Background: an optimization exercise with open tools, aiming at small area, a short achievable clock period and few clock cycles per item. Do not read the settings as production practice.
In this exercise RTL edits were held to simulation tests only and were not proved equivalent to the original.
Power figures rest on the tool's default switching activity, not on a simulated workload.

== try-nickel ==
## colourTop
module colourTop (
	input logic CLOCK_50_I,
	input logic resetn,
	input logic [3:0] paddr,
	input logic psel,
	input logic penable,
	input logic pwrite,
	input logic [31:0] pwdata,
	output logic [31:0] prdata,
	output logic pready,
	output logic pslverr,
	output logic memRdEn,
	output colourPkg::addr_t memRdAddr,
	input colourPkg::word_t memRdData,
	output logic memWrEn,
	output colourPkg::addr_t memWrAddr,
	output colourPkg::word_t memWrData
);
Size in the first run: ~2,500 cells after synthesis, ~150 I/O pins.
clock: 9.0 ns
lec_check: 0
cap_margin: 20
core_margin: 2
core_utilization: 40
cts_cluster_diameter: 80
cts_cluster_size: 28
place_density: 0.6
setup_slack_margin: 5.0
slew_margin: 20
standard.sh (not shown) runs the stock make flow with config.mk's settings and CLKGATE_MAP_FILE= SYNTH_SCRIPT=/design/flow/synth_recipe.tcl, a recipe that flattens the netlist after the stock synthesis.
==> flow/flow/run.sh <==
#!/bin/bash
set -e
bash standard.sh finish SETUP_SLACK_MARGIN=5.7 "BUFFER_PORTS_ARGS=-buffer_cell sky130_fd_sc_hd__buf_4" > standard.log 2>&1
No stage failed in try-nickel, and the final checks on the layout all came back clean.
Testbench counts of try-nickel, summed over its fixed seeds: cycles 921,728, frames 8.
Here is what was changed in the inputs of try-garnet compared with try-nickel.
# try-nickel
export LEC_CHECK = 0
export CAP_MARGIN = 20
export CORE_MARGIN = 2
export CORE_UTILIZATION = 40
export CTS_CLUSTER_DIAMETER = 80
export CTS_CLUSTER_SIZE = 28
export PLACE_DENSITY = 0.6
export SETUP_SLACK_MARGIN = 5.0
export SLEW_MARGIN = 20
create_clock -name core_clock -period 9.0 [get_ports {CLOCK_50_I}]
# try-garnet
export LEC_CHECK = 0
export CAP_MARGIN = 20
export CORE_MARGIN = 2
export CORE_UTILIZATION = 40
export CTS_CLUSTER_DIAMETER = 85
export CTS_CLUSTER_SIZE = 32
export PLACE_DENSITY = 0.6
export SETUP_SLACK_MARGIN = 5.0
export SLEW_MARGIN = 20
create_clock -name core_clock -period 9.0 [get_ports {CLOCK_50_I}]
## What came out
Across try-garnet and try-nickel, none had a timing, DRC or antenna violation. Diff try-garnet and try-nickel: share of the cycle needed by the critical path after routing higher in try-nickel. In try-garnet relative to try-nickel, non-clock buffer count had gone up by a few percent. Post-detailed-placement half-perimeter wirelength: try-garnet vs try-nickel identical. On try-garnet: final critical-path setup slack is 18 ps higher than what try-nickel gave. | end-of-flow core utilization | try-garnet vs try-nickel | ≈ equal |. Higher count of clock-buffer cells in the layout was reported by try-nickel, not try-garnet. From try-nickel to try-garnet the numbers moved as follows: setup clock skew after layout essentially unchanged; final cell count without fillers essentially unchanged; worst-path maximum fanout increased 1; ratio of cells with drive above 1 in the final layout increased 0.28 points. try-garnet against try-nickel; detailed-routed wire length on met2 is up slightly.
### try-garnet -> try-zinc
==> flow/flow/run.sh <==
#!/bin/bash
set -e
bash standard.sh finish SETUP_SLACK_MARGIN=5.6 > standard.log 2>&1
Notes after the runs:
Both conditions hold for try-zinc: the flow ran to the end and the final layout passed the timing, DRC and antenna checks. try-garnet | stages: all done | timing, DRC, antenna: all pass. Looking at worst-path cell with the longest stage delay, the sky130_fd_sc_hd__clkdlybuf4s50_1 result is from try-zinc; the sky130_fd_sc_hd__fa_1 one comes from try-garnet. Power: try-zinc draws less than try-garnet. Between try-garnet and try-zinc, the fmax is lower for try-zinc. Between try-zinc and try-garnet, it is try-zinc whose cell area is lower, by about 0.43%. Clock buffer count in the final layout (try-zinc vs. try-garnet) increases by a little under 10%.
Setup changes, try-zinc to try-harbor
# try-zinc
export LEC_CHECK = 0
export CAP_MARGIN = 20
export CORE_MARGIN = 2
export CORE_UTILIZATION = 40
export CTS_CLUSTER_DIAMETER = 85
export CTS_CLUSTER_SIZE = 32
export PLACE_DENSITY = 0.6
export SETUP_SLACK_MARGIN = 5.0
export SLEW_MARGIN = 20
create_clock -name core_clock -period 9.0 [get_ports {CLOCK_50_I}]
# try-harbor
export LEC_CHECK = 0
export CAP_MARGIN = 20
export CORE_MARGIN = 2
export CORE_UTILIZATION = 40
export CTS_CLUSTER_DIAMETER = 80
export CTS_CLUSTER_SIZE = 28
export PLACE_DENSITY = 0.6
export SETUP_SLACK_MARGIN = 5.0
export SLEW_MARGIN = 20
create_clock -name core_clock -period 9.0 [get_ports {CLOCK_50_I}]
Results
Any difference in wire length of the first global-routing pass between try-zinc and try-harbor is small enough to ignore.
On area of the multi-input gates, try-harbor and try-zinc are basically level.
Between try-zinc and try-harbor, the per-cell routed wire length does not differ in any meaningful way.
Changes observed in try-harbor relative to try-zinc: count of clock-buffer cells in the layout went up by 2, total power consumption of the routed design grew by about 1.2%, sequential share of power shows a reduction of 0.4 points, via count has remained practically unchanged, met2 usage in global routing essentially unchanged.
Relative to try-zinc, cell area increased by 0.38% in try-harbor.
Portion of total power attributed to the clock network, try-harbor and try-zinc, lower one = try-zinc.
Compared with try-zinc, try-harbor shows a lower multi-input gate share of total cell area.
Changes in try-pepper relative to try-harbor:
==> flow/flow/run.sh <==
#!/bin/bash
set -e
bash standard.sh finish SETUP_SLACK_MARGIN=5.9 "BUFFER_PORTS_ARGS=-buffer_cell sky130_fd_sc_hd__buf_4" > standard.log 2>&1
## What came out
Having completed the whole flow, try-pepper delivered a layout that passed the timing, DRC and antenna checks. Compare try-harbor and try-pepper | relative max-transition margin higher: try-harbor. try-pepper ended with more layout overhead on the synthesized area than try-harbor. Looking at timing endpoint of the critical path, the csc.gPart[24] result is from try-pepper; the csc.rPart[23] one comes from try-harbor. try-pepper -> try-harbor: sequential cell count delta 0, exact match. In the metrics for try-harbor and try-pepper, the one carrying the higher fraction of power consumed by combinational cells is try-pepper. On number of design rule violations left after detail routing, try-pepper tracks try-harbor almost exactly. As far as die area goes, try-pepper and try-harbor are indistinguishable; the numbers are identical. Max relative area of non-clock buffer cells in the final design across try-harbor and try-pepper: try-pepper. Going from try-harbor to try-pepper, total number of vias has increased, time the worst path needs with I/O delays and setup went down by 170 ps, area occupied by multi-input gates up about 4%.
Relative to try-pepper, the following input files were edited for try-tundra:
==> flow/flow/run.sh <==
#!/bin/bash
set -e
bash standard.sh finish SETUP_SLACK_MARGIN=5.6 > standard.log 2>&1
==> comparison <==
Taking try-pepper as the reference, in try-tundra worst clock skew grew by 13 ps, final-stage net count shrank by 51, worst setup margin shrank by 170 ps, path depth of the worst reg2reg path grew by 1, met3 track utilization from global routing held steady. Looking only at total design power, and setting everything else aside, the higher value of try-pepper and try-tundra goes to try-pepper. On try-tundra: design area is 3.2% lower than what try-pepper gave. Maximum frequency from static timing analysis, try-tundra vs try-pepper: down by a few percent.

-- separate check: timing with driven ports --
Ports are ideal in the flow. The routed layouts listed here were re-timed in OpenROAD. Step 1, drivers: a clkbuf_16 drives CLOCK_50_I and a buf_2 each remaining input, both assumed. Step 2 moves the port delays by t, midway between the first and last clock arrival at a register: inputs arrive t later, outputs are due t later. That takes back most of the time a late clock gives input paths. Three values: ideal ports, drivers, drivers and shift; two values: the first two.
run | t, ns | setup WS [ns] | worst setup path at the end | worst register clock-pin slew, ns
try-nickel | 0.663 | 5.695 / 5.695 / 5.346 | input to register | 0.11 / 0.11
try-garnet | 0.653 | 5.713 / 5.713 / 5.367 | input to register | 0.12 / 0.12
try-zinc | 0.643 | 5.656 / 5.595 / 5.209 | input to register | 0.12 / 0.12
try-harbor | 0.664 | 5.644 / 5.589 / 5.217 | input to register | 0.11 / 0.11
try-pepper | 0.655 | 5.819 / 5.819 / 5.471 | input to register | 0.10 / 0.10
try-tundra | 0.664 | 5.644 / 5.589 / 5.217 | input to register | 0.11 / 0.11
After both steps setup and hold are still met in every run listed. The setup slack of try-zinc, which loses most, moves by -0.061 ns with the drivers and by -0.447 ns with both steps.
